Background: an optimization exercise with open tools, aiming at small area and a short achievable clock period. Do not read the settings as production practice.
Only simulation tests tie the RTL to the original design; equivalence was not proved.
No activity file was given, so power comes from the tool's default toggle rates.

==> flow/design.v <==
module banked_reg_bank #(
  parameter int DATA_W = 32,
  parameter int PC_INC = 4
) (
  input  logic              clk,
  input  logic              rst,
  input  logic [1:0]        mode,
  input  logic              user_bank,
  input  logic [3:0]        read_A_select,
  input  logic [3:0]        read_B_select,
  input  logic              read_B_en,
  input  logic [3:0]        write_select,
  input  logic              write_en,
  input  logic [DATA_W-1:0] write_data,
  input  logic              write_pc_en,
  input  logic [DATA_W-1:0] write_pc_data,
  input  logic              pc_inc_en,
  output logic [DATA_W-1:0] read_A_data,
  output logic [DATA_W-1:0] read_B_data,
  output logic [DATA_W-1:0] read_pc_data,
  output logic              busy
);
  typedef enum logic {
    ST_CLEAR = 1'b0,
    ST_READY = 1'b1
  } state_t;
  localparam int N_PHYS = 27;
  localparam logic [4:0] LAST_PHYS = 5'd26;
  localparam logic [4:0] PC_PHYS = 5'd15;
  state_t            state_q, state_d;
  logic [4:0]        cnt_q, cnt_d;
  logic [DATA_W-1:0] rd_b_q, rd_b_d;
  logic [DATA_W-1:0] regs_q [N_PHYS];
  logic [DATA_W-1:0] regs_d [N_PHYS];
  logic [4:0]        phys_a, phys_b, phys_w;
  function automatic logic [4:0] map_phys(input logic [3:0] idx, input logic [1:0] m,
                                          input logic ub);
    logic [4:0] p;
    p = {1'b0, idx};
    if (!ub) begin
      case (m)
        2'b01:   if (idx >= 4'd8 && idx <= 4'd14) p = {1'b0, idx} + 5'd8;
        2'b10:   if (idx == 4'd13 || idx == 4'd14) p = {1'b0, idx} + 5'd10;
        2'b11:   if (idx == 4'd13 || idx == 4'd14) p = {1'b0, idx} + 5'd12;
        default: p = {1'b0, idx};
      endcase
    end
    map_phys = p;
  endfunction
  assign phys_a = map_phys(read_A_select, mode, user_bank);
  assign phys_b = map_phys(read_B_select, mode, user_bank);
  assign phys_w = map_phys(write_select, mode, user_bank);
  assign read_A_data  = regs_q[phys_a];
  assign read_pc_data = regs_q[PC_PHYS];
  assign read_B_data  = rd_b_q;
  assign busy         = (state_q == ST_CLEAR);
  always_comb begin
    state_d = state_q;
    cnt_d   = cnt_q;
    rd_b_d  = rd_b_q;
    for (int i = 0; i < N_PHYS; i++) regs_d[i] = regs_q[i];
    if (state_q == ST_CLEAR) begin
      for (int i = 0; i < N_PHYS; i++) if (cnt_q == 5'(i)) regs_d[i] = '0;
      if (cnt_q == LAST_PHYS) state_d = ST_READY;
      else                    cnt_d   = cnt_q + 5'd1;
    end else begin
      if (write_en && write_select != 4'd15)
        for (int i = 0; i < N_PHYS; i++) if (phys_w == 5'(i)) regs_d[i] = write_data;
      if (write_en && write_select == 4'd15) regs_d[PC_PHYS] = write_data;
      else if (write_pc_en)                  regs_d[PC_PHYS] = write_pc_data;
      else if (pc_inc_en)                    regs_d[PC_PHYS] = regs_q[PC_PHYS] + DATA_W'(PC_INC);
      if (read_B_en) begin
        if (write_en && phys_w == phys_b) rd_b_d = write_data;
        else                              rd_b_d = regs_q[phys_b];
      end
    end
  end
  always_ff @(posedge clk) begin
    if (rst) begin
      state_q <= ST_CLEAR;
      cnt_q   <= '0;
      rd_b_q  <= '0;
    end else begin
      state_q <= state_d;
      cnt_q   <= cnt_d;
      rd_b_q  <= rd_b_d;
      for (int i = 0; i < N_PHYS; i++) regs_q[i] <= regs_d[i];
    end
  end
endmodule
==> flow/run.sh <==
#!/bin/bash
# synth_recipe.tcl (not shown) runs the flow's synth.tcl, then flattens the netlist and writes it again
# the make line also repeats each setting of config.mk as NAME=value (left out here)
make -C /OpenROAD-flow-scripts/flow DESIGN_CONFIG=/design/flow/config.mk WORK_HOME=/design/flow/orfs CLKGATE_MAP_FILE= SYNTH_SCRIPT=/design/flow/synth_recipe.tcl finish
==> flow/config.mk <==
export PLATFORM = sky130hd
export DESIGN_NAME = banked_reg_bank
export DESIGN_NICKNAME = banked_reg_bank
export VERILOG_FILES = /design/flow/design.v
export SDC_FILE = /design/flow/constraint.sdc
export NUM_CORES = 4
export LEC_CHECK = 0
export CAP_MARGIN = 20
export CORE_AREA = 2.3 2.72 333.7 327.28
export DIE_AREA = 0 0 336 330
export SLEW_MARGIN = 20
==> flow/constraint.sdc <==
create_clock -name core_clock -period 9.0 [get_ports {clk}]
set_input_delay 1.8000 -clock core_clock [delete_from_list [all_inputs] [get_ports {clk}]]
set_output_delay 1.8000 -clock core_clock [all_outputs]
set_load 0.01 [all_outputs]
==> impl_metrics.csv <==
group,metric,value,unit
pwr,power_density,198,nW/um^2
clock_tree,cts_root_buffer,"clkbuf_16",
setup_path,cp_cell_sequence,"clkdlybuf4s50_1, or3b_1, a21oi_2, buf_4, mux2i_2, buf_4, o211ai_1, nor2_1, buf_4, a22oi_1, nand4_1, a211oi_1, a31oi_1, clkdlybuf4s50_1",
setup_path,slowest_delay,0.69,ns
clock_tree,clkTransAtPathRegs,0.06,ns
clock_tree,cts-htree-levels,3,
sta,rsz0062_at_grt,"false",
sta,tightest_slew,1.34,ns
detailed_routing,drc_errors,0,
synth,synth_nets,3538,
layout,final_core_util,48.0,%
layout,drive_gt1_share,14.3,%
synth,synth-seq-cells,902,
die,die_y,330,um
clock_tree,cts_setup_buffers,0,
pwr,p_leak,16.9,nW
clock_tree,cts_tree,"done",
clock_tree,cts.sinks,902,
global_route,first_global_vias,36800,
synth,yosys.area.top_type_share,61.0,%
hold_path,min_path_type,"flop to flop",
synth,yosysTopAreaCell,"edfxtp_1",
detailed_routing,wl_met3,45500,um
placed_design,gp_congestion,1.04,
placed_design,portBuffers,181,
synth,synth-xor-area-share,0.783,%
global_route,track_usage,43.4,%
synth,synth_edf_count,864,
clock_tree,hold_buffers,0,
detailed_routing,drt_iter0_drc,10100,
detailed_routing,top_layer_used,"met5",
global_route,grt_max_degree,76,
sta,tns,0,ns
synth,synth-async-reset-ratio,0,%
pwr,irDropWorstVdd,0.178,mV
setup_path,critical_path_class,"primary input to primary output",
setup_path,startpoint_type,"primary input",
synth,synth_cell_types,89,
layout,final_common_cell,"edfxtp_1",
clock_tree,cts-buffers-inserted,97,
synth,synth_top_family_by_area,"compound AO/OA/AOI/OAI gates",
synth,synthAdderAreaFrac,0.706,%
layout,num-nets-final,3839,
detailed_routing,met1_length,82400,um
sta,slew_headroom,9.63,%
die,placementRows,119,
synth,synthFlopType,"edfxtp_1",
pwr,power,10.2,mW
detailed_routing,wl_met2,96000,um
setup_path,required,7.20,ns
sta,setup_viol,0,
sta,finalMaxSlewViolations,0,
synth,yosys.area_share.simple,10.5,%
run,cap_viol_max_count,0,
synth,synth-compound-area-share,20.3,%
sta,fin_crit,8.70,ns
setup_path,endpoint_kind,"primary output",
synth,synth_area_leaders,"edfxtp_1, a22oi_1, nand2_1, a21oi_1, a221oi_1",
layout,final_cell_mix,"edfxtp_1, nand2_1, a22oi_1, buf_4, a21oi_1",
sta,fmax,115,MHz
setup_path,crit_slowest_cell,"nor2_1",
die,core_area,107000,um^2
sta,hold_viol_final,0,
die,dieWidth,336,um
setup_path,crit_fanout,16,
clock_tree,clk_path_buf_depth,3,
layout,area_delta_synth_final,21.1,%
outcome,status,"finished clean",
detailed_routing,num_vias,40500,
setup_path,critical_path.most_common_cell,"buf_4",
detailed_routing,antenna_left,0,
global_route,grt_pass1_wl,324000,um
die,dieArea,111000,um^2
setup_path,cp.arrival,6.90,ns
detailed_routing,dr.pass1.iters,10,
clock_tree,clock_latency,0.71,ns
synth,netlist_instances,3429,
detailed_routing,wire_per_inst,47.3,um
synth,ys_warn_count,3,
synth,synthMuxAreaShare,2.42,%
placed_design,hpwl,153000,um
sta,fin_skew,0.0301,ns
synth,synth.yosys.seq_area_share,62.8,%
synth,synthesis.area,42500,um^2
die,start_util,39.7,%
clock_tree,cts_resized,0,
global_route,antenna_found_initial,34,
synth,synth.avg_cell_area,12.4,um^2
sta,finalCritPeriodShare,96.7,%
global_route,grt_overflow,0,
detailed_routing,vias_per_cell,7.74,
detailed_routing,routed_wl,248000,um
die,io_pins,182,
kinds of logic (layout without fill, tap and decap cells):
logic type	count (synthesis)	after routing
AOI/OAI and AO/OA	1157	1157
xor gates and xnor gates	38	38
buffers and inverters	269	647
and+or+nand+nor	939	939
other	0	37
muxes	100	100
adders and majority gates	24	24
DFF	902	902
per-layer routing:
metal,track usage [%],up-vias
li1,-,14700
met1,52.1,19500
met2,58.4,4942
met3,23.0,1402
met4,32.6,22
met5,1.15,-
synth_stat cells, types with 32 or more instances:
| library cell | count |
|---|---|
| edfxtp_1 | 864 |
| nand2_1 | 355 |
| a22oi_1 | 305 |
| a21oi_1 | 197 |
| clkbuf_1 | 181 |
| nor2_1 | 171 |
| nand3_1 | 101 |
| a221oi_1 | 100 |
| mux2i_1 | 86 |
| o21ai_0 | 76 |
| nand4_1 | 73 |
| nor3_1 | 73 |
| a22o_1 | 69 |
| o22ai_1 | 47 |
| a211oi_1 | 41 |
| and2_1 | 39 |
| dfxtp_1 | 38 |
| and3_1 | 33 |
| buf_2 | 32 |
| o2bb2ai_1 | 32 |
stage by stage:
step           worst slack, ns  area (um^2)  cells  hold slack, ns
2_1_floorplan             2.22        42500   3429           0.498
3_3_place_gp             0.351        47900   5018           0.516
3_5_place_dp             0.408        48000   5021           0.513
4_1_cts                  0.410        51400   5197           0.523
5_1_grt                  0.118        51400   5201           0.567
6_report                 0.298        51500   5235           0.521
area by class of cell:
type | instances | area [um^2]
inverters | 28 | 105
clock inverters | 62 | 822
flip-flops and latches | 902 | 26700
multi-input cells | 2258 | 15400
diodes | 37 | 92.6
well taps | 1391 | 1740
clock buffers | 114 | 2550
fillers | 9526 | 55700
repair buffers | 443 | 4030
path summary, 6_finish.rpt:
kind,from,slack (ns),endpoint,cells past startpoint
setup / recovery,mode[1],0.30,read_A_data[14],14
hold / removal,rd_b_q[17],0.52,rd_b_q[17],2
setup reg to reg,state_q,4.79,regs_q[8][2],8
hold reg to reg,rd_b_q[17],0.52,rd_b_q[17],2
critical path: cells and delay by family:
kind,cells,cell delay (ns)
AO/OA/AOI/OAI,5,1.28
buffers and inverters,5,2.20
AND/OR/NAND/NOR,3,1.33
multiplexers,1,0.25
report_power, final:
| group | internal (mW) | total [mW] | switching (mW) |
|---|---|---|---|
| registers | 4.57 | 4.59 | 0.0212 |
| clock network | 2.59 | 4.36 | 1.77 |
| logic | 0.376 | 1.22 | 0.848 |
| total | 7.54 | 10.2 | 2.64 |
flip-flops by register name, indices dropped and copies added, names as in the netlist:
register / cells
cnt_q: 5
rd_b_q: 32
regs_q: 864
state_q: 1

[port drivers added, routing unchanged]
Ports are ideal in the flow. The routed layout listed here was re-timed in OpenROAD.
Step 1 sets driving cells, clkbuf_16 on the clock port and buf_2 on the other inputs (assumed; they add their load-dependent delay and slew).
Step 2 also shifts input and output timing later by t, the mid clock arrival at the registers, as if the neighbouring blocks saw the same clock.
a / b / c = no drivers / after step 1 / after step 2; a / b = the first two.
shift t [ns]: 0.756
slack for setup (ns): 0.298 / 0.272 / 0.272
slew at the worst register clock pin (ns): 0.07 / 0.07
After both steps setup and hold are still met in this run. For this run, drivers alone change the setup slack by -0.026 ns; drivers and shift together by -0.026 ns.
